What follows belongs to an exercise in optimizing a design on an open flow for small area, a short achievable clock period and few clock cycles; a production flow would make more cautious choices. RTL that was checked went through simulation tests only; none was proved equivalent to the original. The RTL of run 6 was laid out without a check of its function. Power is estimated from default activity; no workload was simulated.

[design/flow/design.v]
package tlg_pkg;
	localparam int MAX_WIDTH  = 32;
	localparam int MAX_HEIGHT = 32;
	localparam int COL_W      = $clog2(MAX_WIDTH);
	localparam int ROW_W      = $clog2(MAX_HEIGHT);
	localparam int SIZE_W     = 7;
	localparam int CELL_W     = 2;
	localparam int COL_BITS   = MAX_HEIGHT * CELL_W;
	localparam logic [CELL_W-1:0] CELL_DEAD  = 2'd0;
	localparam logic [CELL_W-1:0] CELL_BORN  = 2'd1;
	localparam logic [CELL_W-1:0] CELL_ALIVE = 2'd2;
	localparam logic [CELL_W-1:0] CELL_DYING = 2'd3;
	localparam logic [1:0] KIND_WRITE = 2'd0;
	localparam logic [1:0] KIND_READ  = 2'd1;
	localparam logic [1:0] KIND_STEP  = 2'd2;
	localparam logic [1:0] KIND_NONE  = 2'd3;
	function automatic logic [4:0] clamp_m1(input logic [SIZE_W-1:0] v);
		logic [4:0] r;
		if (v < SIZE_W'(3)) begin
			r = 5'd2;
		end else if (v > SIZE_W'(32)) begin
			r = 5'd31;
		end else begin
			r = 5'(v - SIZE_W'(1));
		end
		clamp_m1 = r;
	endfunction
endpackage
module tlg_ram (
	input  logic                          clk,
	input  logic [1:0]                    lsel,
	input  logic [tlg_pkg::COL_BITS-1:0]  d1,
	input  logic [tlg_pkg::COL_BITS-1:0]  d3,
	output logic [tlg_pkg::COL_BITS-1:0]  slot0,
	output logic [tlg_pkg::COL_BITS-1:0]  slot1,
	output logic [tlg_pkg::COL_BITS-1:0]  slot2,
	output logic [tlg_pkg::COL_BITS-1:0]  slot3
);
	localparam int S = tlg_pkg::MAX_WIDTH;
	logic [S-1:0][tlg_pkg::COL_BITS-1:0] ring_q;
	always_ff @(posedge clk) begin
		case (lsel)
			2'd1:    ring_q[0] <= ring_q[23];
			2'd2:    ring_q[0] <= ring_q[27];
			default: ring_q[0] <= ring_q[31];
		endcase
		ring_q[1] <= d1;
		ring_q[2] <= ring_q[1];
		ring_q[3] <= d3;
		for (int k = 4; k < S; k++) begin
			if (k == 24 || k == 28) begin
				ring_q[k] <= (lsel == 2'((k - 20) / 4)) ? ring_q[S-1] : ring_q[k-1];
			end else begin
				ring_q[k] <= ring_q[k-1];
			end
		end
	end
	assign slot0 = ring_q[0];
	assign slot1 = ring_q[1];
	assign slot2 = ring_q[2];
	assign slot3 = ring_q[3];
endmodule
module tlg_rule (
	input  logic [tlg_pkg::CELL_W-1:0] centre,
	input  logic [3:0]                 t,
	output logic [tlg_pkg::CELL_W-1:0] next_cell
);
	logic live, t3, t4;
	assign live = centre[0];
	assign t3   = t == 4'd3;
	assign t4   = t == 4'd4;
	assign next_cell[1] = live;
	assign next_cell[0] = live ? (t3 || t4) : t3;
endmodule
module tlg_cell (
	input  logic [tlg_pkg::MAX_HEIGHT-1:0][1:0] hs,
	input  logic [1:0]                          hs_last,   
	input  logic [tlg_pkg::COL_BITS-1:0]        centre,
	input  logic [tlg_pkg::MAX_HEIGHT-1:0]      keep,      
	output logic [tlg_pkg::COL_BITS-1:0]        next_col
);
	localparam int H = tlg_pkg::MAX_HEIGHT;
	for (genvar r = 0; r < H; r++) begin : g_row
		logic [1:0] hu, hd, nx;
		logic [3:0] t;
		if (r == 0) begin : g_first
			assign hu = hs_last;
		end else begin : g_mid
			assign hu = hs[r-1];
		end
		assign hd = hs[(r + 1) % H];
		assign t  = 4'(hu) + 4'(hs[r]) + 4'(hd);
		tlg_rule u_rule (
			.centre    (centre[2*r +: 2]),
			.t         (t),
			.next_cell (nx)
		);
		assign next_col[2*r +: 2] = keep[r] ? centre[2*r +: 2] : nx;
	end
endmodule
module toroidal_life_generation_step (
	input  logic        clk,
	input  logic        arst_n,
	input  logic        cfg_we,
	input  logic        cfg_index,
	input  logic [6:0]  cfg_data,
	input  logic        s_tvalid,
	output logic        s_tready,
	input  logic [15:0] s_tdata,    
	input  logic [1:0]  s_tuser,    
	output logic        m_tvalid,
	input  logic        m_tready,
	output logic [7:0]  m_tdata     
);
	localparam int H  = tlg_pkg::MAX_HEIGHT;
	localparam int CB = tlg_pkg::COL_BITS;
	localparam int CW = tlg_pkg::COL_W;
	localparam int RW = tlg_pkg::ROW_W;
	localparam int QD = 3;    
	localparam int IW = 14;   
	logic [CW-1:0] wm1_q;
	logic [RW-1:0] hm1_q;
	logic          clr_q;
	logic [CW-1:0] pcol_q;
	logic          ready_q;
	logic          v1_q, vb_q;
	logic [IW-1:0] it1_q, itb_q;
	logic          first_q;          
	logic          run_q, genb_q, last_q;
	logic [CW-1:0] rem_q;
	logic [RW-1:0] gh_q;
	logic          sw_ok_q;
	logic [1:0]    cnt_q;
	logic          mvalid_q;
	logic [QD-1:0][1:0] q_q;
	logic [H-1:0]      sw_q;
	logic [H-1:0][1:0] hs_q;
	logic [1:0]        hs_last_q;
	logic          wl, wl1, lsw_q, l3_q;
	logic [1:0]    lsel_q, rs_q, lt_q, lt_d;
	logic [CW-1:0] lm1_q, rm1_q, rl_q, ltm1_q, ltm1_d;
	logic [CW-1:0] c1_q, c2_q, c3_q;   
	logic [CW-1:0] qcol_q;             
	logic          split_next, merge_next, gen_busy, acc1;
	logic [RW-1:0] gha;
	logic [H-1:0]  live3, keep;
	logic          accept, adv, done1, wr_hit, rd_hit, gen_start, gen_a, last_a, slot3_ok;
	logic          is_rd1, is_wr1, is_step1, pop;
	logic [1:0]    kind1;
	logic [RW-1:0] row1;
	logic [CW-1:0] col1, k3;
	logic [1:0]    wd1;
	logic          v1_d, vb_d;
	logic [IW-1:0] item_in, it1_d, itb_d;
	logic [1:0]    cnt_d, tot_q, tot_d;
	logic          stp_q;
	logic [CB-1:0] slot0, slot1, slot2, slot3, d1, d3, gen_col;
	logic [H-1:0]  live0, live1, live2, left, right;
	logic [H-1:0][1:0] hs, hsx;
	logic [1:0]    rd_val, rd_cell;
	assign item_in = {s_tuser, s_tdata[10:6], s_tdata[4:0], s_tdata[13], s_tdata[13] ^ s_tdata[12]};
	assign {kind1, row1, col1, wd1} = it1_q;
	assign is_rd1   = kind1 == tlg_pkg::KIND_READ;
	assign is_wr1   = kind1 == tlg_pkg::KIND_WRITE;
	assign is_step1 = kind1 == tlg_pkg::KIND_STEP;
	assign k3       = c3_q;
	assign slot3_ok = !(clr_q && pcol_q < CW'(3));
	assign lt_d   = (wm1_q < CW'(24)) ? 2'd1 : (wm1_q < CW'(28)) ? 2'd2 : 2'd3;
	assign ltm1_d = CW'(20) + {lt_d, 2'b00} - CW'(1);
	assign gen_busy = run_q || genb_q;
	assign acc1     = v1_q && (is_wr1 || is_rd1);
	assign split_next = rs_q == 2'd3 && lt_q != 2'd3 && pcol_q + CW'(1) == ltm1_q && !clr_q
		&& !gen_busy && !(acc1 && col1 > ltm1_q);
	assign merge_next = rs_q != 2'd3 && (lt_q != rs_q || (acc1 && col1 > rm1_q))
		&& pcol_q + CW'(1) == rm1_q && qcol_q == rl_q && !gen_busy;
	assign wr_hit    = v1_q && is_wr1 && !run_q && !genb_q && pcol_q == col1;
	assign rd_hit    = v1_q && is_rd1 && k3 == col1;
	assign wl        = wm1_q == lm1_q;
	assign wl1       = wm1_q == lm1_q - CW'(1);
	assign gen_start = v1_q && is_step1 && first_q && !clr_q && wm1_q <= lm1_q
		&& (wl ? !genb_q : (wl1 || sw_ok_q));
	assign done1     = wr_hit || rd_hit || gen_start || (v1_q && kind1 == tlg_pkg::KIND_NONE);
	assign s_tready = ready_q;
	assign accept   = s_tvalid && ready_q;
	assign pop      = m_tready && mvalid_q;
	assign adv = !v1_q || done1;
	always_comb begin
		v1_d  = v1_q;
		vb_d  = vb_q;
		it1_d = it1_q;
		itb_d = itb_q;
		if (adv) begin
			if (vb_q) begin
				v1_d  = 1'b1;
				it1_d = itb_q;
				vb_d  = accept;
				itb_d = item_in;
			end else begin
				v1_d  = accept;
				it1_d = item_in;
			end
		end else if (accept) begin
			vb_d  = 1'b1;
			itb_d = item_in;
		end
	end
	assign cnt_d      = cnt_q - 2'(pop) + 2'(rd_hit);
	assign tot_d      = tot_q + 2'(accept && s_tuser == tlg_pkg::KIND_READ) - 2'(pop);
	always_ff @(posedge clk) begin
		it1_q <= it1_d;
		itb_q <= itb_d;
	end
	always_ff @(posedge clk or negedge arst_n) begin
		if (!arst_n) begin
			wm1_q <= CW'(tlg_pkg::MAX_WIDTH - 1);
			hm1_q <= RW'(H - 1);
		end else if (cfg_we) begin
			if (cfg_index) begin
				hm1_q <= tlg_pkg::clamp_m1(cfg_data);
			end else begin
				wm1_q <= tlg_pkg::clamp_m1(cfg_data);
			end
		end
	end
	assign gen_a  = gen_start || run_q;
	assign last_a = last_q;
	always_ff @(posedge clk or negedge arst_n) begin
		if (!arst_n) begin
			clr_q    <= 1'b1;
			pcol_q   <= '0;
			first_q  <= 1'b0;
			c1_q     <= CW'(31);
			c2_q     <= CW'(30);
			c3_q     <= CW'(29);
			qcol_q   <= CW'(2);
			lsel_q   <= 2'd3;
			lm1_q    <= CW'(31);
			rs_q     <= 2'd3;
			rm1_q    <= CW'(31);
			rl_q     <= '0;
			lt_q     <= 2'd3;
			ltm1_q   <= CW'(31);
			lsw_q    <= 1'b0;
			l3_q     <= 1'b0;
			ready_q  <= 1'b0;
			tot_q    <= '0;
			stp_q    <= 1'b0;
			v1_q     <= 1'b0;
			vb_q     <= 1'b0;
			run_q    <= 1'b0;
			last_q   <= 1'b0;
			genb_q   <= 1'b0;
			sw_ok_q  <= 1'b0;
			cnt_q    <= '0;
			mvalid_q <= 1'b0;
		end else begin
			pcol_q  <= (pcol_q == rm1_q) ? '0 : pcol_q + CW'(1);
			c1_q    <= pcol_q;
			c2_q    <= c1_q;
			c3_q    <= c2_q;
			qcol_q  <= (qcol_q == CW'(31) && rs_q != 2'd3) ? rl_q : qcol_q + CW'(1);
			lsel_q  <= rs_q;
			lm1_q   <= rm1_q;
			if (split_next) begin
				rs_q  <= lt_q;
				rm1_q <= ltm1_q;
				rl_q  <= ltm1_q + CW'(1);
			end else if (merge_next) begin
				rs_q  <= 2'd3;
				rm1_q <= CW'(31);
				rl_q  <= '0;
			end
			lt_q    <= lt_d;
			ltm1_q  <= ltm1_d;
			first_q <= pcol_q == '0;
			lsw_q   <= pcol_q == '0 && wm1_q < rm1_q - CW'(1);
			l3_q    <= pcol_q == '0 && wm1_q == rm1_q - CW'(1);
			if (pcol_q == '1) begin
				clr_q <= 1'b0;
			end
			v1_q     <= v1_d;
			vb_q     <= vb_d;
			cnt_q    <= cnt_d;
			mvalid_q <= cnt_d != '0;
			tot_q    <= tot_d;
			stp_q    <= (accept && s_tuser == tlg_pkg::KIND_STEP) || (stp_q && !gen_start);
			ready_q  <= !vb_d && tot_d < 2'(QD)
				&& !(accept && s_tuser == tlg_pkg::KIND_STEP) && !(stp_q && !gen_start);
			run_q    <= gen_a && !last_a;
			last_q   <= run_q && rem_q == CW'(1);
			genb_q   <= gen_a;
			if ((cfg_we && !cfg_index) || gen_start || (wr_hit && col1 == wm1_q)) begin
				sw_ok_q <= 1'b0;
			end else if (k3 == wm1_q && slot3_ok && !gen_a && !genb_q) begin
				sw_ok_q <= 1'b1;
			end
		end
	end
	always_ff @(posedge clk) begin
		if (gen_start) begin
			rem_q <= wm1_q - CW'(1);
		end else begin
			rem_q <= rem_q - CW'(1);
		end
		if (gen_start) begin
			gh_q <= hm1_q;
		end
	end
	always_comb begin
		for (int r = 0; r < H; r++) begin
			if (wr_hit && row1 == RW'(r)) begin
				d1[2*r +: 2] = wd1;
			end else if (clr_q) begin
				d1[2*r +: 2] = tlg_pkg::CELL_DEAD;
			end else begin
				d1[2*r +: 2] = slot0[2*r +: 2];
			end
		end
	end
	assign d3 = genb_q ? gen_col : slot2;
	tlg_ram u_grid (
		.clk   (clk),
		.lsel  (rs_q),
		.d1    (d1),
		.d3    (d3),
		.slot0 (slot0),
		.slot1 (slot1),
		.slot2 (slot2),
		.slot3 (slot3)
	);
	always_comb begin
		for (int r = 0; r < H; r++) begin
			live0[r] = slot0[2*r];
			live1[r] = slot1[2*r];
			live2[r] = slot2[2*r];
			live3[r] = slot3[2*r];
		end
	end
	assign left  = lsw_q ? sw_q : (l3_q ? live3 : live2);
	assign right = last_a ? sw_q : live0;
	assign gha = run_q ? gh_q : hm1_q;
	always_comb begin
		for (int r = 0; r < H; r++) begin
			hs[r] = 2'(left[r]) + 2'(live1[r]) + 2'(right[r]);
		end
		for (int r = 1; r < H; r++) begin
			hsx[r] = (gha == RW'(r - 1)) ? hs[0] : hs[r];
		end
		hsx[0] = hs[0];
	end
	always_ff @(posedge clk) begin
		hs_q      <= hsx;
		hs_last_q <= hs[gha];
		if (gen_start) begin
			sw_q <= live1;
		end else if (k3 == wm1_q && !gen_a && !genb_q) begin
			sw_q <= live3;
		end
	end
	always_comb begin
		for (int r = 0; r < H; r++) begin
			keep[r] = RW'(r) > gh_q;
		end
	end
	tlg_cell u_gen (
		.hs       (hs_q),
		.hs_last  (hs_last_q),
		.centre   (slot2),
		.keep     (keep),
		.next_col (gen_col)
	);
	assign rd_cell = slot3[2*row1 +: 2];
	assign rd_val  = slot3_ok ? {rd_cell[1], rd_cell[1] ^ rd_cell[0]} : tlg_pkg::CELL_DEAD;
	always_ff @(posedge clk) begin
		for (int i = 0; i < QD; i++) begin
			if (rd_hit && 2'(i) == cnt_q - 2'(pop)) begin
				q_q[i] <= rd_val;
			end else if (pop) begin
				q_q[i] <= (i < QD - 1) ? q_q[(i + 1) % QD] : q_q[i];
			end
		end
	end
	assign m_tvalid = mvalid_q;
	assign m_tdata  = {6'd0, q_q[0]};
endmodule
[design/flow/run.sh]
#!/bin/bash
# synth_recipe.tcl (not shown) runs the flow's synth.tcl, then flattens the netlist and writes it again
# the make line also repeats each setting of config.mk as NAME=value (left out here)
make -C /OpenROAD-flow-scripts/flow DESIGN_CONFIG=/design/flow/config.mk WORK_HOME=/design/flow/orfs CLKGATE_MAP_FILE= SYNTH_SCRIPT=/design/flow/synth_recipe.tcl finish
[design/flow/config.mk]
export PLATFORM = sky130hd
export DESIGN_NAME = toroidal_life_generation_step
export DESIGN_NICKNAME = toroidal_life_generation_step
export VERILOG_FILES = /design/flow/design.v
export SDC_FILE = /design/flow/constraint.sdc
export NUM_CORES = 4
export LEC_CHECK = 0
export ABC_AREA = 1
export CAP_MARGIN = 20
export CORE_MARGIN = 2
export CORE_UTILIZATION = 50
export CTS_CLUSTER_DIAMETER = 80
export CTS_CLUSTER_SIZE = 24
export SETUP_SLACK_MARGIN = 5
export SLEW_MARGIN = 20
[design/flow/constraint.sdc]
create_clock -name core_clock -period 8.0 [get_ports {clk}]
set_input_delay 1.6000 -clock core_clock [delete_from_list [all_inputs] [get_ports {clk}]]
set_output_delay 1.6000 -clock core_clock [all_outputs]
set_load 0.01 [all_outputs]
==> impl_metrics.json, run 1 <==
{
  "setup_slack_ns": 4.98,
  "dp.final_hpwl_mm": 76.3,
  "fin_crit_sh_pct": 37.7,
  "clk_latency_ns": 0.78,
  "start_util_pct": 50.4,
  "rsz0062_at_grt": "yes",
  "grt_max_degree": 79,
  "synth_seq_cells": 2251,
  "area_growth_pct": 8.45,
  "grt_antenna_before_repair": 3,
  "synthArstFlopShare_pct": 2.71,
  "setup-violations-final": 0,
  "die_w_um": 354,
  "wl_per_cell_um": 17.2,
  "core_sq_um": 122000,
  "status": "no timing/DRC/antenna violations",
  "cts_tree": "yes",
  "clock_path_buffers": 3,
  "final_util_pct": 54.7,
  "die_y_um": 354,
  "final_cell_mix": "2119 x dfxtp_1, 1090 x nand2_1, 317 x inv_1",
  "slew_headroom_pct": 30.0,
  "ys.flop_type": "dfxtp_1",
  "p_seq_share_pct": 63.3,
  "cts_root_buf": "clkbuf_16",
  "syn_inst": 5075,
  "crit_slowest_cell": "dfrtp_4",
  "port_buffers": 30,
  "cts_hold_buf": 0,
  "fmaxAchievable_ghz": 0.332,
  "worstPathRequired_ns": 8.67,
  "clk_pin_slew_ns": 0.10,
  "drv_slew": 0,
  "crit_cells": 13,
  "crit_family": "buffers and inverters",
  "path_max_fanout": 25,
  "drive_above_1_share_pct": 4.85,
  "via_count": 32700,
  "cts_made_buffers": 106,
  "tns_ns": 0,
  "vdd_drop_max_mv": 0.246,
  "synth_area_per_cell_sq_um": 12.1,
  "arrival_ns": 3.68,
  "critPathKind": "flip-flop to flip-flop",
  "path_cells": "buf_6 > a21oi_1 > o21ai_0 > o21ai_0 > fa_1 > buf_6 > inv_2 > a22oi_1 > nand2_1 > nand2_1 > nand3_1 > nor2_1 > nor2_1",
  "p_sw_share_pct": 22.4,
  "cts_max_level": 3,
  "grt_pass1_vias": 31000,
  "p_int_mw": 14.2,
  "vias_per_cell": 4.81,
  "syn_area_sq_um": 61300,
  "firstDrtPassIters": 5,
  "dieArea_sq_um": 126000,
  "io_pins": 41,
  "skew_ns": 0.0439,
  "rows": 128,
  "clkPwrFrac_pct": 31.9,
  "first_iter_violations": 2381,
  "fillCellCount": 10400,
  "cts.sinks": 2251,
  "place_ws_ns": 4.27,
  "ant_nets": 0,
  "finalHoldViolations": 0,
  "hold_class": "flip-flop to flip-flop",
  "startpoint_type": "flip-flop",
  "combPwrFrac_pct": 4.8,
  "power_density_nw_per_um2": 275,
  "power_mw": 18.3,
  "nets": 5378,
  "drt_wl_total_mm": 117,
  "yosysWarnings": 2,
  "synth_edf_count": 71,
  "grt.overflow.total": 0,
  "min_path_cells": 0,
  "grt_usage_pct": 18.5,
  "worst-r2r-cell-count": 13,
  "end_kind": "flip-flop",
  "ys_types": 44,
  "period_needed_ns": 3.02,
  "gp_congestion": 0.948,
  "ys_seq_area_share_pct": 75.2,
  "critPathBufInv": 3,
  "final_common_cell": "dfxtp_1",
  "grt_pass1_wl_mm": 178,
  "p_leak_nw": 27.3,
  "drc_errors": 0,
  "critPathMaxStageDelay_ns": 0.64,
  "tightest_slew_ns": 1.05,
  "switching_power_mw": 4.10,
  "maxCapViolCount": 0
}
repair_timing:
item                                    CTS  global route
resized for setup                        25             7
buffers inserted                          5             2
endpoints found under the setup margin   93            49
pin swaps                                 0             1
endpoints found under the hold margin     0             0
power groups by stage:
| stage | registers (mW) | clock network [mW] | logic (mW) |
|---|---|---|---|
| 2_1_floorplan | 11.8 | 0 | 0.544 |
| 3_3_place_gp | 11.8 | 0 | 0.860 |
| 3_5_place_dp | 11.8 | 0 | 0.870 |
| 4_1_cts | 11.6 | 6.04 | 0.873 |
| 5_1_grt | 11.6 | 6.43 | 0.964 |
| 6_report | 11.6 | 5.83 | 0.884 |
metal layers:
layer  vias up  track usage, %  wire [um]
met5         -               0         11
met4         2            6.98       4200
met3       202            3.16       6690
met1     15500            26.3      55200
met2       831            28.5      50900
li1      16100               -          -
sequential cells by signal, indices dropped and copies added (netlist names), 2 cells and up:
| name | cells |
|---|---|
| ltm1_q | 2 |
| c2_q | 5 |
| hs_last_q | 2 |
| hm1_q | 5 |
| cnt_q | 2 |
| u_grid.ring_q | 2048 |
| sw_q | 32 |
| pcol_q | 5 |
| wm1_q | 5 |
| qcol_q | 5 |
| gh_q | 5 |
| hs_q | 64 |
| tot_q | 2 |
| lm1_q | 2 |
| itb_q | 14 |
| c3_q | 5 |
| q_q | 6 |
| c1_q | 5 |
| rem_q | 5 |
| rl_q | 3 |
| it1_q | 14 |
final cells by class:
cell class                      instances  area (sq um)  share of cell area [%]
Timing Repair Buffer                   65           594                   0.893
Multi-Input combinational cell       2362         13500                    20.3
Sequential cell                      2251         46100                    69.3
Clock inverter                         15           204                   0.307
Inverter                              337          1270                    1.92
Clock buffer                          129          2800                    4.21
Tap cell                             1625          2030                    3.06
Antenna cell                            1          2.50                 0.00376
synthesized netlist by cell type (6+ instances only):
cell      number  area share (%)
ha_1         128             2.6
edfxtp_1      71             3.5
nor3_1        19            0.16
o31ai_1       22            0.27
o22ai_1       11            0.11
o21ai_1       34            0.28
fa_1          96             3.1
buf_4         10            0.12
o21ai_0      259             2.1
dfxtp_1     2119              69
a21oi_1       88            0.72
dfrtp_1       30             1.2
nand4_1       16            0.16
a22oi_1       24            0.29
nand3_1      131             1.1
nor4_1        16            0.16
clkbuf_1      91            0.56
buf_2         16            0.13
xnor2_1       22            0.31
o21bai_1       6           0.073
mux2i_1       33            0.54
inv_2         15           0.092
inv_1        321             2.0
a31oi_1       70            0.71
nor2_2         7           0.071
dfstp_2       31             1.3
mux2_2         7            0.13
xor2_1        41            0.59
buf_1         13           0.080
o211ai_1       6           0.073
nand2_1     1091             6.7
nor2_1       206             1.3
worst paths after layout:
kind	start	slack, ns	end
setup / recovery	l3_q	4.98	hs_last_q[0]
hold / removal	u_grid.ring_q[1241]	0.31	u_grid.ring_q[1305]
setup reg to reg	l3_q	4.98	hs_last_q[0]
hold reg to reg	u_grid.ring_q[1241]	0.31	u_grid.ring_q[1305]
max in group asynchronous	arst_n	6.39	l3_q
min in group asynchronous	arst_n	1.00	mvalid_q
per-stage QoR:
stage / hold slack, ns / instances / area, sq um
3_5_place_dp: 0.312 / 6633 / 63400
6_report: 0.307 / 6785 / 66500
2_1_floorplan: 0.310 / 5081 / 61400
5_1_grt: 0.314 / 6784 / 66500
4_1_cts: 0.297 / 6782 / 66500
3_3_place_gp: 0.309 / 6633 / 63400
cells by family (layout without fill, tap and decap cells):
group,Yosys count,in the layout,share of synthesized area [%]
XOR/XNOR,63,63,0.900
flip-flops,2251,2251,75.2
multiplexers,40,40,0.667
AND/OR/NAND/NOR,1494,1494,9.68
adder cells (fa/ha/maj),224,224,5.74
buffers and inverters,468,546,2.97
other,1,8,0.00611
AO/OA/AOI/OAI,534,534,4.85
Testbench counts, summed over its fixed seeds: cycles 11,153.
==> inputs of run 2 (changes only) <==
--- a/design/flow/config.mk
+++ b/design/flow/config.mk
@@ -10,6 +10,6 @@
 export CORE_MARGIN = 2
 export CORE_UTILIZATION = 50
 export CTS_CLUSTER_DIAMETER = 80
-export CTS_CLUSTER_SIZE = 24
+export CTS_CLUSTER_SIZE = 30
 export SETUP_SLACK_MARGIN = 5
 export SLEW_MARGIN = 20
==> run 2 against run 1 <==
Against the previous run: highest routed layer is now met4; core utilization fell by 0.26 points; via count barely moved; setup slack improved by 0.045 ns; sequential share of layout area rose by 0.33 points; fmax rose by 1.5%; clock-buffer cell count fell by 23; final cell count fell by 0.21%; hold slack barely moved; combinational power barely moved; clock skew fell by 0.0055 ns; still clean; synthesized cell count did not move.
==> impl_metrics.json, run 2 <==
{
  "status": "no timing/DRC/antenna violations",
  "synth_top_area_cell": "dfxtp_1",
  "drc_errors": 0,
  "maxCapViolCount": 0,
  "drt_wl_total_mm": 117,
  "p_leak_nw": 27.2,
  "ant_nets": 0,
  "syn_area_sq_um": 61300,
  "fmaxAchievable_ghz": 0.337,
  "clock_path_buffers": 3,
  "first_iter_violations": 2440,
  "fillCellCount": 10500,
  "firstDrtPassIters": 6,
  "min_path_cells": 0,
  "vdd_drop_max_mv": 0.211,
  "reg2reg_from": "lsw_q",
  "finalHoldViolations": 0,
  "startpoint_type": "flip-flop",
  "drv_slew": 0,
  "dr_wl_met3_mm": 6.91,
  "largest_register_ffs": 2048,
  "start_util_pct": 50.4,
  "fin_crit_sh_pct": 37.1,
  "cts_made_buffers": 90,
  "setup-violations-final": 0,
  "worstPathRequired_ns": 8.63,
  "grt_usage_pct": 18.4,
  "path_max_fanout": 45,
  "gp_congestion": 0.948,
  "syn_inst": 5075,
  "grt_pass1_vias": 30800,
  "yosysTopAreaCellShare_pct": 69.2,
  "ys.flop_type": "dfxtp_1",
  "final_cell_mix": "2119 x dfxtp_1, 1090 x nand2_1, 317 x inv_1",
  "tightest_slew_ns": 1.06,
  "reg_top3": "u_grid.ring_q (2048), hs_q (64), sw_q (32)",
  "dp.final_hpwl_mm": 76.3,
  "yosys.area_share.xor_xnor_pct": 0.900,
  "period_needed_ns": 2.97,
  "synth_compound_area_share_pct": 4.85,
  "port_buffers": 30,
  "worst-r2r-cell-count": 13,
  "synth_top_family_by_area": "simple AND/OR/NAND/NOR gates",
  "ys_types": 44,
  "cts.sinks": 2251,
  "tns_ns": 0,
  "synth_seq_cells": 2251,
  "grt_pass1_wl_mm": 178,
  "clk_latency_ns": 0.74,
  "grt_max_degree": 79,
  "ys_top_cells_by_count": "2119 x dfxtp_1, 1091 x nand2_1, 321 x inv_1",
  "area_growth_pct": 7.93,
  "die_y_um": 354,
  "cts_max_level": 3,
  "core_sq_um": 122000,
  "seqCellArea_sq_um": 46100,
  "grt_antenna_before_repair": 3,
  "grt.overflow.total": 0,
  "final_common_cell": "dfxtp_1",
  "dr_wl_met2_mm": 51.0,
  "rsz0062_at_grt": "yes",
  "synth-simple-area-share_pct": 9.68,
  "io_pins": 41,
  "min_from": "u_grid.ring_q[1241]",
  "synth_area_per_cell_sq_um": 12.1,
  "synth.most_common_cell": "dfxtp_1",
  "synthAdderAreaFrac_pct": 5.74,
  "critPathKind": "flip-flop to flip-flop",
  "synth.area.top_cells": "dfxtp_1 69%, nand2_1 6.7%, edfxtp_1 3.5%, fa_1 3.1%, ha_1 2.6%",
  "wl_met1_mm": 54.7,
  "skew_ns": 0.0384,
  "die_w_um": 354,
  "cts_tree": "yes",
  "slew_headroom_pct": 29.3,
  "multi_input_area_sq_um": 13500,
  "rows": 128,
  "antenna_cells": 0,
  "drive_above_1_share_pct": 4.78,
  "holdPathEnd": "u_grid.ring_q[1305]",
  "dieArea_sq_um": 126000,
  "vias_per_cell": 4.82,
  "cts_hold_buf": 0,
  "end_kind": "flip-flop",
  "via_count": 32600,
  "largest_register": "u_grid.ring_q",
  "synth_mux_area_share_pct": 0.667,
  "clk_pin_slew_ns": 0.11,
  "arrival_ns": 3.60,
  "nets": 5364,
  "wl_per_cell_um": 17.2,
  "reg2reg_to": "hs_last_q[0]",
  "hold_class": "flip-flop to flip-flop",
  "ff2ff_setup_slack_ns": 5.03,
  "top_layer": "met4",
  "cts_root_buf": "clkbuf_16",
  "synth_edf_count": 71,
  "ys_seq_area_share_pct": 75.2,
  "yosysWarnings": 2,
  "synthArstFlopShare_pct": 2.71,
  "final_util_pct": 54.4,
  "power_density_nw_per_um2": 272
}
-- run 2: cell counts after synthesis --
Identical to the previous run, type by type.
-- run 2: cells by family after synthesis --
family	Yosys count
flops	2251
simple gates	1494
compound gates	534
buf+inv	468
fa+ha+maj	224
xor+xnor	63
mux	40
other cells	1
-- run 2: area by class of cell --
class	count	share of cell area, %
clock buffer	106	3.62
clock inverter	23	0.412
inverter	337	1.93
multi-input combinational	2362	20.4
sequential	2251	69.7
tap	1625	3.07
timing repair buffer	67	0.917
-- run 2: how the worst max path moves through the flow --
stage / from / slack, ns / cells past startpoint / end
5_1_grt: lsw_q / 4.85 / 13 / hs_last_q[0]
2_1_floorplan: lm1_q[3] / 5.04 / 9 / sw_q[0]
6_report: lsw_q / 5.03 / 13 / hs_last_q[0]
4_1_cts: l3_q / 4.87 / 13 / hs_last_q[0]
3_3_place_gp: l3_q / 4.28 / 9 / hs_last_q[0]
3_5_place_dp: l3_q / 4.27 / 9 / hs_last_q[0]
-- run 2: what timing repair did --
item / 4_1_cts / 5_1_grt
pin swaps: 0 / 1
cloned: 0 / 0
gates resized for setup: 23 / 9
setup endpoints to repair: 93 / 48
buffers inserted: 4 / 5
-- run 2: critical path: stages (launching register included) --
cell	delay, ns
dfrtp_1	0.37
buf_4	0.26
inv_2	0.11
buf_8	0.33
o21ai_0	0.18
fa_1	0.54
buf_6	0.27
inv_2	0.18
a22oi_1	0.17
nand2_1	0.07
nand2_1	0.06
nand3_1	0.07
nor2_1	0.14
nor2_1	0.06
-- run 2: where the power goes --
group	internal (mW)	switching (mW)
combinational	0.225	0.658
clock	2.22	3.30
sequential	11.5	0.128
total	13.9	4.09
-- run 2: layer usage --
| metal | up-vias | global-route usage, % |
|---|---|---|
| met5 | - | 0 |
| met4 | 0 | 6.21 |
| met3 | 197 | 3.10 |
| met2 | 810 | 28.6 |
| met1 | 15500 | 26.1 |
| li1 | 16100 | - |
-- run 2: metrics by stage --
step           power [mW]  hold slack, ns  cells  setup slack, ns  cell area (sq um)
2_1_floorplan        12.3           0.310   5081             5.04              61400
3_3_place_gp         12.7           0.309   6633             4.28              63400
3_5_place_dp         12.7           0.312   6633             4.27              63400
4_1_cts              18.2           0.306   6766             4.87              66100
5_1_grt              18.6           0.304   6771             4.85              66200
6_report             18.0           0.307   6771             5.03              66200
==> inputs of run 3 (changes only) <==
--- a/design/flow/design.v
+++ b/design/flow/design.v
@@ -126,7 +126,7 @@
 	logic          v1_q, vb_q;
 	logic [IW-1:0] it1_q, itb_q;
 	logic          first_q;          
-	logic          run_q, genb_q, last_q;
+	logic          run_q, genb_q;
 	logic [CW-1:0] rem_q;
 	logic [RW-1:0] gh_q;
 	logic          sw_ok_q;
@@ -137,6 +137,7 @@
 	logic [H-1:0][1:0] hs_q;
 	logic [1:0]        hs_last_q;
 	logic          wl, wl1, lsw_q, l3_q;
+	logic [CW-1:0] wm1_d;
 	logic [1:0]    lsel_q, rs_q, lt_q, lt_d;
 	logic [CW-1:0] lm1_q, rm1_q, rl_q, ltm1_q, ltm1_d;
 	logic [CW-1:0] c1_q, c2_q, c3_q;   
@@ -165,7 +166,7 @@
 	assign is_step1 = kind1 == tlg_pkg::KIND_STEP;
 	assign k3       = c3_q;
 	assign slot3_ok = !(clr_q && pcol_q < CW'(3));
-	assign lt_d   = (wm1_q < CW'(24)) ? 2'd1 : (wm1_q < CW'(28)) ? 2'd2 : 2'd3;
+	assign lt_d   = (wm1_d < CW'(24)) ? 2'd1 : (wm1_d < CW'(28)) ? 2'd2 : 2'd3;
 	assign ltm1_d = CW'(20) + {lt_d, 2'b00} - CW'(1);
 	assign gen_busy = run_q || genb_q;
 	assign acc1     = v1_q && (is_wr1 || is_rd1);
@@ -179,6 +180,7 @@
 	assign wl1       = wm1_q == lm1_q - CW'(1);
 	assign gen_start = v1_q && is_step1 && first_q && !clr_q && wm1_q <= lm1_q
 		&& (wl ? !genb_q : (wl1 || sw_ok_q));
+	assign wm1_d = (cfg_we && !cfg_index) ? tlg_pkg::clamp_m1(cfg_data) : wm1_q;
 	assign done1     = wr_hit || rd_hit || gen_start || (v1_q && kind1 == tlg_pkg::KIND_NONE);
 	assign s_tready = ready_q;
 	assign accept   = s_tvalid && ready_q;
@@ -223,7 +225,7 @@
 		end
 	end
 	assign gen_a  = gen_start || run_q;
-	assign last_a = last_q;
+	assign last_a = run_q && rem_q == '0;
 	always_ff @(posedge clk or negedge arst_n) begin
 		if (!arst_n) begin
 			clr_q    <= 1'b1;
@@ -248,7 +250,6 @@
 			v1_q     <= 1'b0;
 			vb_q     <= 1'b0;
 			run_q    <= 1'b0;
-			last_q   <= 1'b0;
 			genb_q   <= 1'b0;
 			sw_ok_q  <= 1'b0;
 			cnt_q    <= '0;
@@ -273,8 +274,8 @@
 			lt_q    <= lt_d;
 			ltm1_q  <= ltm1_d;
 			first_q <= pcol_q == '0;
-			lsw_q   <= pcol_q == '0 && wm1_q < rm1_q - CW'(1);
-			l3_q    <= pcol_q == '0 && wm1_q == rm1_q - CW'(1);
+			lsw_q   <= pcol_q == '0 && wm1_d < rm1_q - CW'(1);
+			l3_q    <= pcol_q == '0 && wm1_d == rm1_q - CW'(1);
 			if (pcol_q == '1) begin
 				clr_q <= 1'b0;
 			end
@@ -287,7 +288,6 @@
 			ready_q  <= !vb_d && tot_d < 2'(QD)
 				&& !(accept && s_tuser == tlg_pkg::KIND_STEP) && !(stp_q && !gen_start);
 			run_q    <= gen_a && !last_a;
-			last_q   <= run_q && rem_q == CW'(1);
 			genb_q   <= gen_a;
 			if ((cfg_we && !cfg_index) || gen_start || (wr_hit && col1 == wm1_q)) begin
 				sw_ok_q <= 1'b0;
--- a/design/flow/config.mk
+++ b/design/flow/config.mk
@@ -5,11 +5,11 @@
 export SDC_FILE = /design/flow/constraint.sdc
 export NUM_CORES = 4
 export LEC_CHECK = 0
-export ABC_AREA = 1
+export ABC_CLOCK_PERIOD_IN_PS = 3000
 export CAP_MARGIN = 20
 export CORE_MARGIN = 2
 export CORE_UTILIZATION = 50
 export CTS_CLUSTER_DIAMETER = 80
-export CTS_CLUSTER_SIZE = 30
+export CTS_CLUSTER_SIZE = 24
 export SETUP_SLACK_MARGIN = 5
 export SLEW_MARGIN = 20
==> run 3 against run 2 <==
Against the previous run: still clean on timing, DRC and antenna; clock skew up 0.0064 ns; fmax down 3.2%; final cell count down 13%; first-iteration DRC count down 26%; global-route usage down 1.1 points; die area down 0.12%; sequential share of layout area down 1.0 points; critical path depth down 3; critical path type unchanged; largest power group unchanged; highest routed layer unchanged.
==> impl_metrics.json, run 3 <==
{
  "synth.area.top_cells": "dfxtp_1 69%, mux2_2 5.1%, edfxtp_1 3.5%, fa_1 3.1%, ha_1 2.5%",
  "arrival_ns": 3.78,
  "syn_area_sq_um": 61300,
  "ys.flop_type": "dfxtp_1",
  "worstPathRequired_ns": 8.71,
  "drv_slew": 0,
  "area_growth_pct": 9.63,
  "fmaxAchievable_ghz": 0.326,
  "largest_register": "u_grid.ring_q",
  "p_sw_share_pct": 21.4,
  "grt_antenna_before_repair": 3,
  "via_count": 28600,
  "syn_inst": 4170,
  "firstDrtPassIters": 5,
  "io_pins": 41,
  "final_util_pct": 55.2,
  "drc_errors": 0,
  "grt_pass1_wl_mm": 165,
  "cts_made_buffers": 110,
  "instances_no_fill": 5918,
  "final_cell_mix": "2118 x dfxtp_1, 276 x mux2_2, 199 x nor2_1",
  "globalRoute.busiestLayer": "met2",
  "grt_usage_pct": 17.3,
  "gp_congestion": 0.878,
  "cts_root_buf": "clkbuf_16",
  "path_max_fanout": 8,
  "drt_wl_total_mm": 109,
  "grt_pass1_vias": 28100,
  "met1_usage_pct": 23.8,
  "cts_tree": "yes",
  "vias_per_cell": 4.84,
  "die_w_um": 354,
  "setup-violations-final": 0,
  "drive_above_1_share_pct": 13.7,
  "nets": 4505,
  "placed_cells": 5735,
  "p_int_mw": 14.2,
  "met2_usage_pct": 27.6,
  "status": "no timing/DRC/antenna violations",
  "switching_power_mw": 3.86,
  "cts_max_level": 3,
  "clock_path_buffers": 3,
  "period_needed_ns": 3.07,
  "synth_top_area_cell": "dfxtp_1",
  "ys_types": 64,
  "yosysTopAreaCellShare_pct": 69.2,
  "yosysWarnings": 2,
  "seqCellArea_sq_um": 46100,
  "grt_max_degree": 66,
  "maxCapViolCount": 0,
  "finalHoldViolations": 0,
  "fillCellCount": 9962,
  "port_buffers": 30,
  "wl_per_cell_um": 18.4,
  "core_sq_um": 122000,
  "tightest_slew_ns": 1.11,
  "ys_seq_area_share_pct": 75.2,
  "cts.sinks": 2250,
  "start_util_pct": 50.3,
  "multi_input_area_sq_um": 14300,
  "clk_latency_ns": 0.77,
  "final_common_cell": "dfxtp_1",
  "ys_top_cells_by_count": "2119 x dfxtp_1, 279 x mux2_2, 200 x nor2_1",
  "dp.final_hpwl_mm": 70.3,
  "clkPwrFrac_pct": 33.5,
  "p_seq_share_pct": 63.3,
  "hold_class": "flip-flop to flip-flop",
  "slew_headroom_pct": 25.7,
  "largest_register_ffs": 2048,
  "synth_seq_cells": 2250,
  "startpoint_type": "flip-flop",
  "power_density_nw_per_um2": 269,
  "first_iter_violations": 1809,
  "tns_ns": 0,
  "rsz0062_at_grt": "yes",
  "clk_pin_slew_ns": 0.11,
  "synth_edf_count": 71,
  "fin_crit_sh_pct": 38.4,
  "ant_nets": 0,
  "die_y_um": 354,
  "rows": 128,
  "grt.overflow.total": 0,
  "vdd_drop_max_mv": 0.198,
  "synthArstFlopShare_pct": 2.67,
  "grt_util_met3_pct": 3.02,
  "synth_area_per_cell_sq_um": 14.7,
  "reg_top3": "u_grid.ring_q (2048), hs_q (64), sw_q (32)",
  "critPathKind": "flip-flop to flip-flop",
  "synth.most_common_cell": "dfxtp_1",
  "skew_ns": 0.0447,
  "dieArea_sq_um": 125000,
  "p_leak_nw": 26.7,
  "end_kind": "flip-flop",
  "combPwrFrac_pct": 3.3,
  "cts_hold_buf": 0
}
run 3: changes by cell type in the layout (fill, tap and decap cells not counted), sizes merged, moves of 62 or more:
cell / delta
a21oi: +62
o21ai: -236
mux2i: +119
mux2: +272
inv: -173
nor2b: +72
nand3: -87
nand2: -993
a31oi: -70
run 3: timing repair:
action | in CTS | in global routing
gates resized for setup | 53 | 16
cloned | 1 | 2
pin swaps | 3 | 8
setup endpoints to repair | 198 | 103
buffers inserted | 7 | 21
run 3: worst max-delay path, stage by stage, from the launching register on:
cell and delay, ns:
dfxtp_2 0.36, nor4_4 0.30, nand3b_1 0.26, buf_12 0.23, buf_4 0.19, mux2i_1 0.20, fa_1 0.50, mux4_2 0.57
o22ai_1 0.21, nor4b_2 0.08, nor2_1 0.10
run 3: area by class of cell:
class / instances / area share [%]
Antenna cell: 3 / 0.0112
Inverter: 160 / 0.926
Clock inverter: 23 / 0.475
Timing Repair Buffer: 90 / 1.34
Multi-Input combinational cell: 1642 / 21.3
Clock buffer: 125 / 4.28
Tap cell: 1625 / 3.03
Sequential cell: 2250 / 68.6
run 3: path summary, 6_finish.rpt:
check                                      to  cells after the start          startpoint  slack, ns
max                              hs_last_q[0]                     10            rem_q[2]       4.93
max in group asynchronous               lsw_q                      2              arst_n       6.40
max reg2reg                      hs_last_q[0]                     10            rem_q[2]       4.93
min reg2reg                u_grid.ring_q[663]                      0  u_grid.ring_q[599]       0.31
min                        u_grid.ring_q[663]                      0  u_grid.ring_q[599]       0.31
min in group asynchronous           qcol_q[3]                      2              arst_n       0.98
run 3: cell families after synthesis:
family          after synthesis  share of synthesized area, %
other cells                   1                       0.00612
buf+inv                     284                          1.84
mux                         452                          8.38
simple gates                534                          4.22
xor+xnor                     73                          1.04
fa+ha+maj                   220                          5.67
compound gates              356                          3.61
flops                      2250                          75.2
run 3: through the flow:
step	cell area, sq um	hold WS, ns	worst slack, ns	power, mW
2_1_floorplan	61400	0.310	4.61	12.0
3_3_place_gp	63400	0.310	3.75	12.2
3_5_place_dp	63500	0.312	3.70	12.2
4_1_cts	66900	0.306	4.88	18.2
5_1_grt	67200	0.306	4.87	18.7
6_report	67200	0.308	4.93	18.0
run 3: power groups by stage:
stage | Sequential, mW | Clock (mW) | Combinational (mW)
finish | 11.4 | 6.04 | 0.594
global route | 11.4 | 6.66 | 0.636
CTS | 11.4 | 6.26 | 0.561
detailed placement | 11.7 | 0 | 0.556
global placement | 11.7 | 0 | 0.550
floorplan | 11.6 | 0 | 0.355
run 3: per-layer routing:
metal	vias to the layer above	wire (um)
met2	510	49000
met1	14000	51500
li1	14000	-
met3	184	5040
met5	-	0
met4	0	3230
Testbench counts of run 3, summed over its fixed seeds: cycles 11,153.
==> inputs of run 4 (changes only) <==
--- a/design/flow/config.mk
+++ b/design/flow/config.mk
@@ -5,7 +5,7 @@
 export SDC_FILE = /design/flow/constraint.sdc
 export NUM_CORES = 4
 export LEC_CHECK = 0
-export ABC_CLOCK_PERIOD_IN_PS = 3000
+export ABC_AREA = 1
 export CAP_MARGIN = 20
 export CORE_MARGIN = 2
 export CORE_UTILIZATION = 50
==> run 4 against run 3 <==
Against the previous run: clock-buffer cell count increased by 5; fmax increased by 3.0%; critical endpoint is now lsw_q; sequential power about the same; critical path type is now input port to flip-flop; die area about the same; core utilization decreased by 0.29 points.
==> impl_metrics.json, run 4 <==
{
  "via_count": 33000,
  "cts_hold_buf": 0,
  "synth_edf_count": 71,
  "multi_input_area_sq_um": 13500,
  "syn_area_sq_um": 61300,
  "synth_area_per_cell_sq_um": 12.0,
  "p_leak_nw": 27.7,
  "cts_max_level": 3,
  "critPathKind": "input port to flip-flop",
  "tns_ns": 0,
  "grt_pass1_wl_mm": 182,
  "placed_cells": 6650,
  "start_util_pct": 50.4,
  "worstPathRequired_ns": 8.65,
  "setup-violations-final": 0,
  "dieArea_sq_um": 125000,
  "grt_pass1_vias": 31500,
  "syn_inst": 5089,
  "final_util_pct": 54.9,
  "wl_per_cell_um": 17.5,
  "finalHoldViolations": 0,
  "power_density_nw_per_um2": 278,
  "final_common_cell": "dfxtp_1",
  "path_max_fanout": 3,
  "io_pins": 41,
  "startpoint_type": "input port",
  "end_kind": "flip-flop",
  "synthArstFlopShare_pct": 2.67,
  "cts_made_buffers": 107,
  "grt_usage_pct": 19.0,
  "seqCellArea_sq_um": 46100,
  "dpl-instance-area_sq_um": 63400,
  "port_buffers": 30,
  "die_w_um": 354,
  "yosysWarnings": 2,
  "maxCapViolCount": 0,
  "final_cell_mix": "2119 x dfxtp_1, 1091 x nand2_1, 327 x inv_1",
  "cts_root_buf": "clkbuf_16",
  "synth_seq_cells": 2250,
  "area_growth_pct": 8.98,
  "yosysTopAreaCellShare_pct": 69.2,
  "largest_register_ffs": 2048,
  "drt_wl_total_mm": 120,
  "reg_top3": "u_grid.ring_q (2048), hs_q (64), sw_q (32)",
  "dp.final_hpwl_mm": 79.2,
  "rows": 128,
  "ff2ff_setup_slack_ns": 5.10,
  "grt.overflow.total": 0,
  "gp_congestion": 0.938,
  "arrival_ns": 3.63,
  "core_sq_um": 122000,
  "drive_above_1_share_pct": 5.35,
  "critPathMaxStageDelay_ns": 0.30,
  "instances_no_fill": 6819,
  "first_iter_violations": 2524,
  "slew_headroom_pct": 25.3,
  "ys.flop_type": "dfxtp_1",
  "firstDrtPassIters": 7,
  "crit_slowest_cell": "dlygate4sd2_1",
  "clk_latency_ns": 0.74,
  "fmaxAchievable_ghz": 0.336,
  "synth_top_area_cell": "dfxtp_1",
  "drc_errors": 0,
  "status": "no timing/DRC/antenna violations",
  "cts_tree": "yes",
  "vias_per_cell": 4.83,
  "nets": 5409,
  "fin_crit_sh_pct": 37.2,
  "drv_slew": 0,
  "synth.area.top_cells": "dfxtp_1 69%, nand2_1 6.7%, edfxtp_1 3.5%, fa_1 3.1%, ha_1 2.5%",
  "die_y_um": 354,
  "skew_ns": 0.0321,
  "synth.most_common_cell": "dfxtp_1",
  "ant_nets": 0,
  "vdd_drop_max_mv": 0.258,
  "clock_path_buffers": 3,
  "fin_area_sq_um": 66800,
  "hold_class": "flip-flop to flip-flop",
  "grt_antenna_before_repair": 3,
  "period_needed_ns": 2.98,
  "cts.sinks": 2250,
  "ys_types": 49,
  "ys_top_cells_by_count": "2119 x dfxtp_1, 1094 x nand2_1, 334 x inv_1",
  "path_cells": "dlygate4sd2_1 > inv_6 > ha_4 > nand3b_1 > a21oi_2 > inv_1 > o21ai_2 > o21ai_2 > ha_1 > nand2_1 > inv_1 > a221oi_1 > o21ai_1 > nor2_1",
  "clk_pin_slew_ns": 0.09,
  "tightest_slew_ns": 1.12,
  "ys_seq_area_share_pct": 75.2,
  "rsz0062_at_grt": "yes",
  "fillCellCount": 10400,
  "grt_max_degree": 77,
  "largest_register": "u_grid.ring_q"
}
run 4: cell count changes after synthesis, moves of 83 or more:
cell	change
nand2_1	+996
mux2_2	-274
o21ai_0	+192
inv_1	+174
mux2i_1	-120
nand3_1	+83
run 4: logic make-up after synthesis:
group	synth area share [%]
other cells	0.00612
simple gates	9.92
fa+ha+maj	5.67
buf+inv	3.02
compound gates	4.75
mux	0.614
flops	75.2
xor+xnor	0.843
run 4: metrics by stage:
stage	total power [mW]	hold WS [ns]	worst slack, ns
after floorplan	12.5	0.310	4.88
final	18.5	0.319	5.02
after global placement	12.9	0.309	3.48
after detailed placement	12.9	0.312	3.76
after global routing	19.3	0.315	4.82
after CTS	18.7	0.316	5.00
run 4: cell type report:
| type | count | share of cell area (%) |
|---|---|---|
| repair buffers | 81 | 1.19 |
| multi-input cells | 2372 | 20.2 |
| clock inverters | 14 | 0.264 |
| inverters | 346 | 1.99 |
| well taps | 1625 | 3.04 |
| flip-flops and latches | 2250 | 69.0 |
| clock buffers | 130 | 4.28 |
| diodes | 1 | 0.00375 |
run 4: worst max-delay path, delay by kind of cell:
| family | cells | cell delay, ns |
|---|---|---|
| AOI/OAI and AO/OA | 5 | 0.81 |
| and+or+nand+nor | 3 | 0.31 |
| buffers and inverters | 4 | 0.51 |
| adders and majority gates | 2 | 0.39 |
run 4: power by group:
group	switching (mW)	internal, mW	total [mW]
Combinational	0.811	0.257	1.07
Clock	3.30	2.56	5.86
Sequential	0.147	11.5	11.6
Total	4.26	14.3	18.5
run 4: worst paths after layout:
check                      cells past startpoint              start                  to
max                                           14        cfg_data[1]               lsw_q
min                                            0  u_grid.ring_q[73]  u_grid.ring_q[137]
max reg2reg                                    8            gh_q[1]            hs_q[27]
min reg2reg                                    0  u_grid.ring_q[73]  u_grid.ring_q[137]
max in group asynchronous                      2             arst_n              genb_q
min in group asynchronous                      2             arst_n           qcol_q[2]
run 4: metal layers:
metal | vias up | share of wire [%] | GRT usage (%)
met5 | - | 0 | 0
met4 | 0 | 4.1 | 7.53
met3 | 225 | 5.8 | 3.39
met2 | 812 | 44 | 29.5
met1 | 15700 | 46 | 26.5
li1 | 16200 | - | -
run 4: repair_timing:
action / 4_1_cts / 5_1_grt
pin swaps: 6 / 7
setup buffers: 7 / 16
resized for setup: 42 / 19
gates cloned: 0 / 1
setup endpoints to repair: 145 / 68
==> inputs of run 5 (changes only) <==
--- a/design/flow/config.mk
+++ b/design/flow/config.mk
@@ -10,6 +10,6 @@
 export CORE_MARGIN = 2
 export CORE_UTILIZATION = 50
 export CTS_CLUSTER_DIAMETER = 80
-export CTS_CLUSTER_SIZE = 24
+export CTS_CLUSTER_SIZE = 27
 export SETUP_SLACK_MARGIN = 5
 export SLEW_MARGIN = 20
==> run 5 against run 4 <==
Against the previous run: still clean; final cell count barely moved; routed wire length fell by 0.32%; register-to-register slack barely moved; first-iteration DRC count fell by 1.9%; non-clock buffer count rose by 1; flip-flop and latch count did not move; setup slack got worse by 0.031 ns; global-route usage fell by 0.093 points; sequential power barely moved; combinational power barely moved; design area fell by 0.25%; core utilization fell by 0.14 points.
==> impl_metrics.json, run 5 <==
{
  "min_path_cells": 0,
  "first_iter_violations": 2475,
  "drv_slew": 0,
  "nets": 5401,
  "core_sq_um": 122000,
  "fmaxAchievable_ghz": 0.332,
  "drt_wl_total_mm": 119,
  "grt_pass1_wl_mm": 182,
  "setup_slack_ns": 4.99,
  "fin_crit_sh_pct": 37.6,
  "cts_hold_buf": 0,
  "area_growth_pct": 8.71,
  "worst-r2r-cell-count": 8,
  "synth.most_common_cell": "dfxtp_1",
  "final_cell_mix": "2119 x dfxtp_1, 1091 x nand2_1, 326 x inv_1",
  "ys_top_cells_by_count": "2119 x dfxtp_1, 1094 x nand2_1, 334 x inv_1",
  "power_density_nw_per_um2": 275,
  "cts_made_buffers": 98,
  "clk_latency_ns": 0.73,
  "io_pins": 41,
  "status": "no timing/DRC/antenna violations",
  "drive_above_1_share_pct": 5.32,
  "slew_headroom_pct": 27.0,
  "tightest_slew_ns": 1.09,
  "period_needed_ns": 3.01,
  "die_w_um": 354,
  "ys.flop_type": "dfxtp_1",
  "end_kind": "flip-flop",
  "clock_path_buffers": 3,
  "via_count": 32800,
  "hold_class": "flip-flop to flip-flop",
  "synth_top_area_cell": "dfxtp_1",
  "port_buffers": 30,
  "syn_inst": 5089,
  "critPathBufInv": 4,
  "ff2ff_setup_slack_ns": 5.09,
  "finalHoldViolations": 0,
  "path_cells": "clkdlybuf4s15_2 > inv_12 > ha_4 > nand3b_1 > a21oi_2 > inv_1 > o21ai_2 > o21ai_2 > ha_1 > nand2_1 > inv_1 > a221oi_1 > o21ai_1 > nor2_1",
  "clk_pin_slew_ns": 0.09,
  "grt_usage_pct": 18.9,
  "vias_per_cell": 4.81,
  "setup-violations-final": 0,
  "min_from": "u_grid.ring_q[1257]",
  "cts_tree": "yes",
  "startpoint_type": "input port",
  "p_seq_share_pct": 63.3,
  "largest_register_ffs": 2048,
  "holdPathEnd": "u_grid.ring_q[1321]",
  "grt.overflow.total": 0,
  "fillCellCount": 10400,
  "path_max_fanout": 4,
  "ys_seq_area_share_pct": 75.2,
  "vdd_drop_max_mv": 0.213,
  "start_util_pct": 50.4,
  "yosysWarnings": 2,
  "maxCapViolCount": 0,
  "synth.area.top_cells": "dfxtp_1 69%, nand2_1 6.7%, edfxtp_1 3.5%, fa_1 3.1%, ha_1 2.5%",
  "cts.sinks": 2250,
  "grt_pass1_vias": 31400,
  "yosysTopAreaCellShare_pct": 69.2,
  "dieArea_sq_um": 125000,
  "skew_ns": 0.0427,
  "reg_top3": "u_grid.ring_q (2048), hs_q (64), sw_q (32)",
  "crit_family": "compound AO/OA/AOI/OAI gates",
  "rsz0062_at_grt": "yes",
  "combPwrFrac_pct": 5.8,
  "ys_types": 49,
  "reg2reg_from": "gh_q[1]",
  "critPathKind": "input port to flip-flop",
  "placed_cells": 6650,
  "instances_no_fill": 6813,
  "synth_edf_count": 71,
  "final_common_cell": "dfxtp_1",
  "final_util_pct": 54.8,
  "p_leak_nw": 27.7,
  "p_sw_share_pct": 23.1,
  "ant_nets": 0,
  "largest_register": "u_grid.ring_q",
  "synth_area_per_cell_sq_um": 12.0,
  "grt_max_degree": 77,
  "cts_root_buf": "clkbuf_16",
  "synth_seq_cells": 2250,
  "rows": 128,
  "wl_per_cell_um": 17.5,
  "crit_slowest_cell": "clkdlybuf4s15_2",
  "firstDrtPassIters": 5,
  "p_int_mw": 14.1,
  "drc_errors": 0,
  "critPathMaxStageDelay_ns": 0.28,
  "arrival_ns": 3.63,
  "cts_max_level": 3,
  "gp_congestion": 0.938,
  "multi_input_area_sq_um": 13500,
  "tns_ns": 0,
  "reg2reg_to": "hs_q[27]",
  "synthArstFlopShare_pct": 2.67,
  "worstPathRequired_ns": 8.61,
  "grt_antenna_before_repair": 4,
  "seqCellArea_sq_um": 46100,
  "dp.final_hpwl_mm": 79.2,
  "die_y_um": 354,
  "holdWs_ns": 0.307,
  "syn_area_sq_um": 61300,
  "place_ws_ns": 3.76,
  "switching_power_mw": 4.24,
  "clkPwrFrac_pct": 30.9
}
[run 5: cell types whose count changed in the layout (fill, tap and decap cells not counted), moves of 2 or more]
cell       previous run  this run
clkbuf_8              1         3
inv_4                 5         3
clkbuf_16           112       102
inv_8                 1         3
buf_4                36        38
clkinv_2              1         3
clkbuf_1             18        15
[run 5: cells by family after synthesis]
kind of cell / count (synthesis) / share of synthesized area [%]
AND/OR/NAND/NOR: 1523 / 9.92
buffers and inverters: 473 / 3.02
AO/OA/AOI/OAI: 526 / 4.75
XOR/XNOR: 59 / 0.843
flip-flops: 2250 / 75.2
adder cells (fa/ha/maj): 220 / 5.67
multiplexers: 37 / 0.614
other: 1 / 0.00612
[run 5: final cells by class]
type                    count  share of cell area [%]
clock inverters            18                   0.360
flip-flops and latches   2250                    69.2
repair buffers             82                    1.20
well taps                1625                    3.05
multi-input cells        2372                    20.3
inverters                 346                    2.00
clock buffers             119                    3.94
diodes                      1                 0.00375
[run 5: repair_timing]
action	in CTS	in global routing
buffers inserted	8	16
gates resized for setup	40	21
endpoints found under the setup margin	126	83
pin swaps	6	6
cloned	0	1
[run 5: per-layer routing]
layer	track usage (%)	vias up	wire, um
met2	29.2	698	51500
met4	8.38	0	5740
met3	3.20	232	6610
met1	26.3	15600	55300
li1	-	16200	-
met5	0	-	0
[run 5: power by group through the flow]
stage | registers, mW | clock network [mW] | logic [mW]
2_1_floorplan | 11.8 | 0 | 0.651
3_3_place_gp | 11.9 | 0 | 1.01
3_5_place_dp | 11.9 | 0 | 1.02
4_1_cts | 11.6 | 5.87 | 1.04
5_1_grt | 11.7 | 6.27 | 1.17
6_report | 11.6 | 5.67 | 1.06
[run 5: how the worst max path moves through the flow]
stage                      from  depth (start not counted)  slack (ns)         to
floorplan           cfg_data[0]                         13        4.88      lsw_q
global placement         genb_q                          7        3.48  itb_q[10]
detailed placement       genb_q                          7        3.76   itb_q[8]
CTS                 cfg_data[0]                         14        5.00      lsw_q
global route        cfg_data[0]                         14        4.79      lsw_q
finish              cfg_data[0]                         14        4.99      lsw_q
[run 5: metrics by stage]
step,area [sq um],power (mW)
floorplan,61400,12.5
global route,66600,19.1
finish,66600,18.4
CTS,66400,18.5
detailed placement,63400,12.9
global placement,63400,12.9
==> inputs of run 6 (changes only) <==
--- a/design/flow/design.v
+++ b/design/flow/design.v
@@ -138,11 +138,11 @@
 	logic [1:0]        hs_last_q;
 	logic          wl, wl1, lsw_q, l3_q;
 	logic [CW-1:0] wm1_d;
-	logic [1:0]    lsel_q, rs_q, lt_q, lt_d;
-	logic [CW-1:0] lm1_q, rm1_q, rl_q, ltm1_q, ltm1_d;
+	logic [1:0]    lsel_q, lsel_d, lt_q, lt_d;
+	logic [CW-1:0] lm1_q, lm1_d, lp2_q, ltm1_q, ltm1_d;
 	logic [CW-1:0] c1_q, c2_q, c3_q;   
 	logic [CW-1:0] qcol_q;             
-	logic          split_next, merge_next, gen_busy, acc1;
+	logic          split_now, merge_now, gen_busy, acc1;
 	logic [RW-1:0] gha;
 	logic [H-1:0]  live3, keep;
 	logic          accept, adv, done1, wr_hit, rd_hit, gen_start, gen_a, last_a, slot3_ok;
@@ -170,10 +170,12 @@
 	assign ltm1_d = CW'(20) + {lt_d, 2'b00} - CW'(1);
 	assign gen_busy = run_q || genb_q;
 	assign acc1     = v1_q && (is_wr1 || is_rd1);
-	assign split_next = rs_q == 2'd3 && lt_q != 2'd3 && pcol_q + CW'(1) == ltm1_q && !clr_q
-		&& !gen_busy && !(acc1 && col1 > ltm1_q);
-	assign merge_next = rs_q != 2'd3 && (lt_q != rs_q || (acc1 && col1 > rm1_q))
-		&& pcol_q + CW'(1) == rm1_q && qcol_q == rl_q && !gen_busy;
+	assign split_now = lsel_q == 2'd3 && lt_q != 2'd3 && pcol_q == ltm1_q && !clr_q && !gen_busy
+		&& !(acc1 && col1 > ltm1_q);
+	assign merge_now = lsel_q != 2'd3 && (lt_q != lsel_q || (acc1 && col1 > lm1_q))
+		&& pcol_q == lm1_q && qcol_q == lp2_q && !gen_busy;
+	assign lsel_d = split_now ? lt_q : (merge_now ? 2'd3 : lsel_q);
+	assign lm1_d  = split_now ? ltm1_q : (merge_now ? CW'(31) : lm1_q);
 	assign wr_hit    = v1_q && is_wr1 && !run_q && !genb_q && pcol_q == col1;
 	assign rd_hit    = v1_q && is_rd1 && k3 == col1;
 	assign wl        = wm1_q == lm1_q;
@@ -237,9 +239,7 @@
 			qcol_q   <= CW'(2);
 			lsel_q   <= 2'd3;
 			lm1_q    <= CW'(31);
-			rs_q     <= 2'd3;
-			rm1_q    <= CW'(31);
-			rl_q     <= '0;
+			lp2_q    <= CW'(1);
 			lt_q     <= 2'd3;
 			ltm1_q   <= CW'(31);
 			lsw_q    <= 1'b0;
@@ -255,27 +255,19 @@
 			cnt_q    <= '0;
 			mvalid_q <= 1'b0;
 		end else begin
-			pcol_q  <= (pcol_q == rm1_q) ? '0 : pcol_q + CW'(1);
+			pcol_q  <= (pcol_q == lm1_d) ? '0 : pcol_q + CW'(1);
 			c1_q    <= pcol_q;
 			c2_q    <= c1_q;
 			c3_q    <= c2_q;
-			qcol_q  <= (qcol_q == CW'(31) && rs_q != 2'd3) ? rl_q : qcol_q + CW'(1);
-			lsel_q  <= rs_q;
-			lm1_q   <= rm1_q;
-			if (split_next) begin
-				rs_q  <= lt_q;
-				rm1_q <= ltm1_q;
-				rl_q  <= ltm1_q + CW'(1);
-			end else if (merge_next) begin
-				rs_q  <= 2'd3;
-				rm1_q <= CW'(31);
-				rl_q  <= '0;
-			end
+			qcol_q  <= (qcol_q == CW'(31) && lsel_d != 2'd3) ? lm1_q + CW'(1) : qcol_q + CW'(1);
+			lsel_q  <= lsel_d;
+			lm1_q   <= lm1_d;
+			lp2_q   <= lm1_d + CW'(2);
 			lt_q    <= lt_d;
 			ltm1_q  <= ltm1_d;
 			first_q <= pcol_q == '0;
-			lsw_q   <= pcol_q == '0 && wm1_d < rm1_q - CW'(1);
-			l3_q    <= pcol_q == '0 && wm1_d == rm1_q - CW'(1);
+			lsw_q   <= pcol_q == '0 && wm1_d < lm1_d - CW'(1);
+			l3_q    <= pcol_q == '0 && wm1_d == lm1_d - CW'(1);
 			if (pcol_q == '1) begin
 				clr_q <= 1'b0;
 			end
@@ -320,7 +312,7 @@
 	assign d3 = genb_q ? gen_col : slot2;
 	tlg_ram u_grid (
 		.clk   (clk),
-		.lsel  (rs_q),
+		.lsel  (lsel_d),
 		.d1    (d1),
 		.d3    (d3),
 		.slot0 (slot0),
--- a/design/flow/config.mk
+++ b/design/flow/config.mk
@@ -5,11 +5,11 @@
 export SDC_FILE = /design/flow/constraint.sdc
 export NUM_CORES = 4
 export LEC_CHECK = 0
-export ABC_AREA = 1
+export ABC_CLOCK_PERIOD_IN_PS = 3000
 export CAP_MARGIN = 20
 export CORE_MARGIN = 2
 export CORE_UTILIZATION = 50
 export CTS_CLUSTER_DIAMETER = 80
-export CTS_CLUSTER_SIZE = 27
+export CTS_CLUSTER_SIZE = 24
 export SETUP_SLACK_MARGIN = 5
 export SLEW_MARGIN = 20
==> run 6 against run 5 <==
Against the previous run: via count shrank 7.7%; setup slack lost 0.45 ns; largest power group unchanged; highest routed layer is now met5; flip-flop and latch count rose by 4; routed wire length is 10% higher; hold slack improved by 0.0065 ns; sequential share of layout area decreased by 3.9 points.
==> impl_metrics.json, run 6 <==
{
  "io_pins": 41,
  "grt_pass1_wl_mm": 191,
  "cts_root_buf": "clkbuf_16",
  "area_growth_pct": 15.0,
  "synth.most_common_cell": "dfxtp_1",
  "via_count": 30200,
  "ys_types": 72,
  "drv_slew": 0,
  "end_kind": "flip-flop",
  "grt_pass1_vias": 29500,
  "globalRoute.busiestLayer": "met2",
  "setup-violations-final": 0,
  "reg_top3": "u_grid.ring_q (2048), hs_q (64), sw_q (32)",
  "startpoint_type": "flip-flop",
  "ant_nets": 0,
  "met1_usage_pct": 28.9,
  "synth_area_per_cell_sq_um": 14.7,
  "skew_ns": 0.0439,
  "instances_no_fill": 6050,
  "clock_path_buffers": 3,
  "power_density_nw_per_um2": 302,
  "status": "no timing/DRC/antenna violations",
  "fin_crit_sh_pct": 43.3,
  "syn_inst": 4182,
  "rsz0062_at_grt": "yes",
  "arrival_ns": 4.12,
  "yosysTopAreaCellShare_pct": 68.9,
  "path_max_fanout": 5,
  "grt.overflow.total": 0,
  "ys.flop_type": "dfxtp_1",
  "placed_cells": 5732,
  "maxCapViolCount": 0,
  "yosysWarnings": 2,
  "largest_register": "u_grid.ring_q",
  "cts_hold_buf": 0,
  "start_util_pct": 50.5,
  "tns_ns": 0,
  "final_cell_mix": "2116 x dfxtp_1, 212 x nand2_1, 132 x mux2i_1",
  "finalHoldViolations": 0,
  "critPathKind": "flip-flop to flip-flop",
  "slew_headroom_pct": 25.4,
  "syn_area_sq_um": 61600,
  "first_iter_violations": 1905,
  "dp.final_hpwl_mm": 68.1,
  "grt_antenna_before_repair": 5,
  "cts.sinks": 2254,
  "cts_tree": "yes",
  "synth.area.top_cells": "dfxtp_1 69%, mux2_2 4.6%, edfxtp_1 3.5%, fa_1 3.1%, ha_1 2.7%",
  "dieArea_sq_um": 126000,
  "cts_max_level": 3,
  "synth_seq_cells": 2254,
  "gp_congestion": 0.849,
  "ys_seq_area_share_pct": 75.0,
  "drt_wl_total_mm": 131,
  "synthArstFlopShare_pct": 2.84,
  "synth_top_area_cell": "dfxtp_1",
  "fmaxAchievable_ghz": 0.289,
  "rows": 128,
  "met2_usage_pct": 32.6,
  "core_sq_um": 122000,
  "grt_usage_pct": 20.6,
  "nets": 4649,
  "die_w_um": 355,
  "cts_made_buffers": 108,
  "drc_errors": 0,
  "period_needed_ns": 3.46,
  "hold_class": "flip-flop to flip-flop",
  "worstPathRequired_ns": 8.66,
  "grt_util_met3_pct": 3.06,
  "tightest_slew_ns": 1.12,
  "wl_per_cell_um": 21.7,
  "port_buffers": 30,
  "final_common_cell": "dfxtp_1",
  "ys_top_cells_by_count": "2119 x dfxtp_1, 250 x mux2_2, 221 x nand2_1",
  "die_y_um": 355,
  "clk_pin_slew_ns": 0.09,
  "grt_max_degree": 65,
  "clk_latency_ns": 0.77,
  "firstDrtPassIters": 5,
  "vdd_drop_max_mv": 0.227,
  "p_leak_nw": 28.2,
  "largest_register_ffs": 2048,
  "vias_per_cell": 5.00,
  "synth_edf_count": 71,
  "antenna_cells": 0,
  "drive_above_1_share_pct": 18.9
}
## run 6: cell types whose count changed in the layout (fill, tap and decap cells not counted), moves of 81 or more
cell / delta
mux2_2: +116
nand2_1: -879
nand3_1: -81
mux2_4: +129
inv_1: -266
nor2b_1: +96
nor2_1: -112
mux2i_1: +100
o21ai_0: -142
## run 6: worst paths after layout
check / startpoint / endpoint / slack, ns / cells after the start
setup / recovery: lm1_q[4] / lsw_q / 4.54 / 15
hold / removal: u_grid.ring_q[991] / u_grid.ring_q[1055] / 0.31 / 0
setup reg to reg: lm1_q[4] / lsw_q / 4.54 / 15
hold reg to reg: u_grid.ring_q[991] / u_grid.ring_q[1055] / 0.31 / 0
max in group asynchronous: arst_n / run_q / 6.35 / 2
min in group asynchronous: arst_n / pcol_q[1] / 1.02 / 2
## run 6: metal layers
layer	wire, um	vias up
met5	20	-
met4	5400	4
li1	-	14400
met1	60400	14900
met3	6610	241
met2	59000	742
## run 6: area by class of cell
cell class | instances | area, sq um
Clock buffer | 125 | 2780
Clock inverter | 20 | 260
Fill cell | 9472 | 51200
Inverter | 73 | 317
Multi-Input combinational cell | 1728 | 16000
Sequential cell | 2254 | 46200
Tap cell | 1625 | 2030
Timing Repair Buffer | 225 | 3260
## run 6: repair_timing
item / in CTS / in global routing
setup buffers: 97 / 34
setup endpoints to repair: 376 / 302
pin swaps: 43 / 81
gates resized for setup: 279 / 229
gates cloned: 41 / 1
## run 6: where the power goes
group          switching [mW]  internal [mW]  total [mW]
Clock                    3.40           2.52        5.92
Sequential              0.252           11.6        11.8
Combinational            2.11           1.56        3.67
## run 6: kinds of logic after synthesis
kind of cell	count (synthesis)	synth area share [%]
AOI/OAI and AO/OA	395	3.93
xor gates and xnor gates	81	1.15
adders and majority gates	228	5.80
buffers and inverters	205	1.38
DFF	2254	75.0
muxes	424	8.13
other	1	0.00609
and+or+nand+nor	594	4.60
## run 6: metrics by stage
step	hold WS, ns	total power, mW	cell area, sq um	util, %	setup slack, ns
floorplan	0.310	13.3	61800	-	4.16
CTS	0.313	21.3	69700	57.1	4.63
global route	0.319	22.2	70900	58.1	4.44
detailed placement	0.312	14.0	63800	52.3	3.17
finish	0.313	21.4	70900	58.1	4.54
global placement	0.310	14.0	63800	52.3	3.12
## run 6: worst max-delay path: stages, from the launching register on
cell and delay (ns):
dfstp_2 0.58, inv_4 0.06, ha_4 0.27, nand2_4 0.06
o311ai_4 0.28, o22ai_4 0.15, buf_6 0.15, o211ai_1 0.32
inv_2 0.10, ha_4 0.19, buf_12 0.13, xnor2_4 0.15
ha_4 0.22, a21o_1 0.17, a21o_1 0.19, a2111oi_2 0.34

Setup slack of run 6, layout unchanged: 4.539 ns with ideal ports, 4.539 ns with driving cells assumed (clock clkbuf_16, inputs buf_2), 3.787 ns with port delays also shifted by the 0.828 ns mid clock arrival.
